From an optimization exercise on the open Yosys and OpenROAD flow, aimed at small area, a short achievable clock period and few clock cycles; shortcuts taken in it are not production practice.
The RTL was checked by simulation tests, not by an equivalence proof against the original design.
Power figures rest on the tool's default switching activity, not on a simulated workload.

// mips_core
module mips_core #(
    parameter logic [31:0] RESET_PC = 32'h0000_0000
) (
    input  logic        clk,
    input  logic        rst_n,
    output logic [31:0] imem_addr,
    input  logic [31:0] imem_data,
    output logic        wb_cyc,
    output logic        wb_stb,
    output logic        wb_we,
    output logic [31:0] wb_adr,
    output logic [31:0] wb_dat_w,
    input  logic [31:0] wb_dat_r,
    input  logic        wb_ack,
    output logic        rf_we,
    output logic [4:0]  rf_waddr,
    output logic [31:0] rf_wdata
);
    logic [29:0] pc;                  
    logic        d_valid;
    logic [31:0] d_instr;
    logic [29:0] d_pc;
    logic        d_pred;              
    logic        e_wr;                
    logic        e_ld;                
    logic        e_mem;               
    logic        e_iss;               
    logic        e_st;                
    logic        e_br;                
    logic        e_bne;
    logic        e_pred;
    logic        e_k0;                
    logic        e_k1;                
    logic        e_sub, e_and, e_or, e_slt;
    logic        e_fwda, e_fwdb, e_fwds;      
    logic        e_wfwda, e_wfwdb, e_wfwds;   
    logic [4:0]  e_dest;
    logic [31:0] e_a, e_b, e_sd;
    logic [29:0] e_alt;               
    logic        m_wr;
    logic        m_ld;                
    logic        m_lb;                
    logic [4:0]  m_dest;
    logic [31:0] m_result;
    logic        b_cyc;
    logic        b_we;
    logic [31:0] b_adr;
    logic [31:0] b_dat;
    logic        w_we;
    logic [4:0]  w_dest;
    logic [31:0] w_data;
    logic        ex_hold;             
  ...
For scale: roughly 5200 cells after synthesis, about 1400 flip-flops, roughly 200 I/O pins, roughly 65000 um^2 of cells after synthesis.
export LEC_CHECK = 0
export CAP_MARGIN = 20
export CORE_MARGIN = 2
export CORE_UTILIZATION = 45
export CTS_CLUSTER_DIAMETER = 100
export CTS_CLUSTER_SIZE = 28
export PLACE_DENSITY = 0.6
export SETUP_SLACK_MARGIN = 5
export SLEW_MARGIN = 20
create_clock -name core_clock -period 9.0 [get_ports {clk}]
standard.sh (not shown) runs the stock make flow with config.mk's settings and CLKGATE_MAP_FILE= SYNTH_SCRIPT=/design/flow/synth_recipe.tcl, a recipe that flattens the netlist after the stock synthesis.
==> flow/flow/run.sh <==
#!/bin/bash
set -euo pipefail
bash standard.sh "BUFFER_PORTS_ARGS=-buffer_cell sky130_fd_sc_hd__buf_2" \
    finish > standard.log 2>&1
Testbench counts at the start, summed over its fixed seeds: cycles 5,824.
Then changed:
--- a/flow/config.mk
+++ b/flow/config.mk
@@ -11,2 +11,2 @@
-export CTS_CLUSTER_DIAMETER = 100
-export CTS_CLUSTER_SIZE = 28
+export CTS_CLUSTER_DIAMETER = 90
+export CTS_CLUSTER_SIZE = 24
Non-clock buffer count fell by 14.
Power rose by 2.8%.
Via count hardly moves.
Routed wire length barely changes.
Hold slack is worse by 6.4 ps.
First-iteration DRC count rose by 1.1%.
Cell count hardly moves.
Sequential power is about the same.

========
== old ==
mips_core again, from the RTL that the note above started with.
Settings: LEC_CHECK=0, CAP_MARGIN=20, CORE_MARGIN=2, CORE_UTILIZATION=45, PLACE_DENSITY=0.6, SETUP_SLACK_MARGIN=5, SLEW_MARGIN=20; clock period 9.0 ns.
==> flow/flow/run.sh <==
#!/bin/bash
# Standard layout (the standard.sh, unchanged synthesis), except that
#  - the port buffers are plain buf_2 cells (repair may still resize them)
set -euo pipefail
bash standard.sh "SETUP_SLACK_MARGIN=5.3" \
    "BUFFER_PORTS_ARGS=-buffer_cell sky130_fd_sc_hd__buf_2" \
    finish > standard.log 2>&1
old has completed all stages; timing, DRC and antenna checks passed.
Testbench counts of old, summed over its fixed seeds: cycles 5,824.
Modified inputs, new compared to old
==> flow/flow/run.sh <==
#!/bin/bash
set -euo pipefail
bash standard.sh "BUFFER_PORTS_ARGS=-buffer_cell sky130_fd_sc_hd__buf_2" \
    finish > standard.log 2>&1
Notes after the runs:
- new completed end to end with timing, DRC and antenna clean.
- Looking at clock skew across new and old, the one that comes out lower is old.
- Higher non-clock buffer count was reported by old, not new.
- Looking at worst hold slack across both flows, new is the weaker of the two, with old ahead.
- Compare new and old | fraction of cell area in non-clock buffers lower: new
- Looking at logic depth of the worst setup path including buffers across new and old, the one that comes out lower is new.
- The final-layout clock-cell area share in new was higher than what old gave.

==> port drivers added, routing unchanged <==
Ports are ideal in the flow. The routed layouts listed here were re-timed in OpenROAD.
Step 1 (the two cells are an assumption about what drives the block):
set clk [get_ports {clk}]
set_driving_cell -lib_cell sky130_fd_sc_hd__clkbuf_16 $clk
set_driving_cell -lib_cell sky130_fd_sc_hd__buf_2 [delete_from_list [all_inputs] $clk]
Step 2 adds t to the input delays and takes it off the output delays; t is the mean of the earliest and latest rising clock arrival at the registers after step 1. Input paths then give back, and output paths get back, about the clock's delay inside the block.
a / b / c = ideal / step 1 / step 2; a / b = the first two.
| run | t, ns | slack for setup (ns) | slew at the worst register clock pin (ns) | worst data-port slew with drivers (ns) |
|---|---|---|---|---|
| the first run of note 1 | 0.837 | 5.008 / 5.008 / 4.261 | 0.12 / 0.12 | 0.12 |
| the second run of note 1 | 0.817 | 5.029 / 5.067 / 4.269 | 0.10 / 0.10 | 0.12 |
| old | 0.861 | 5.063 / 5.063 / 4.469 | 0.07 / 0.07 | 0.11 |
| new | 0.877 | 5.019 / 5.019 / 4.265 | 0.07 / 0.07 | 0.10 |
After both steps setup and hold are still met in every run listed. For the second run of note 1, which loses most, drivers alone change the setup slack by +0.038 ns; drivers and shift together by -0.760 ns.
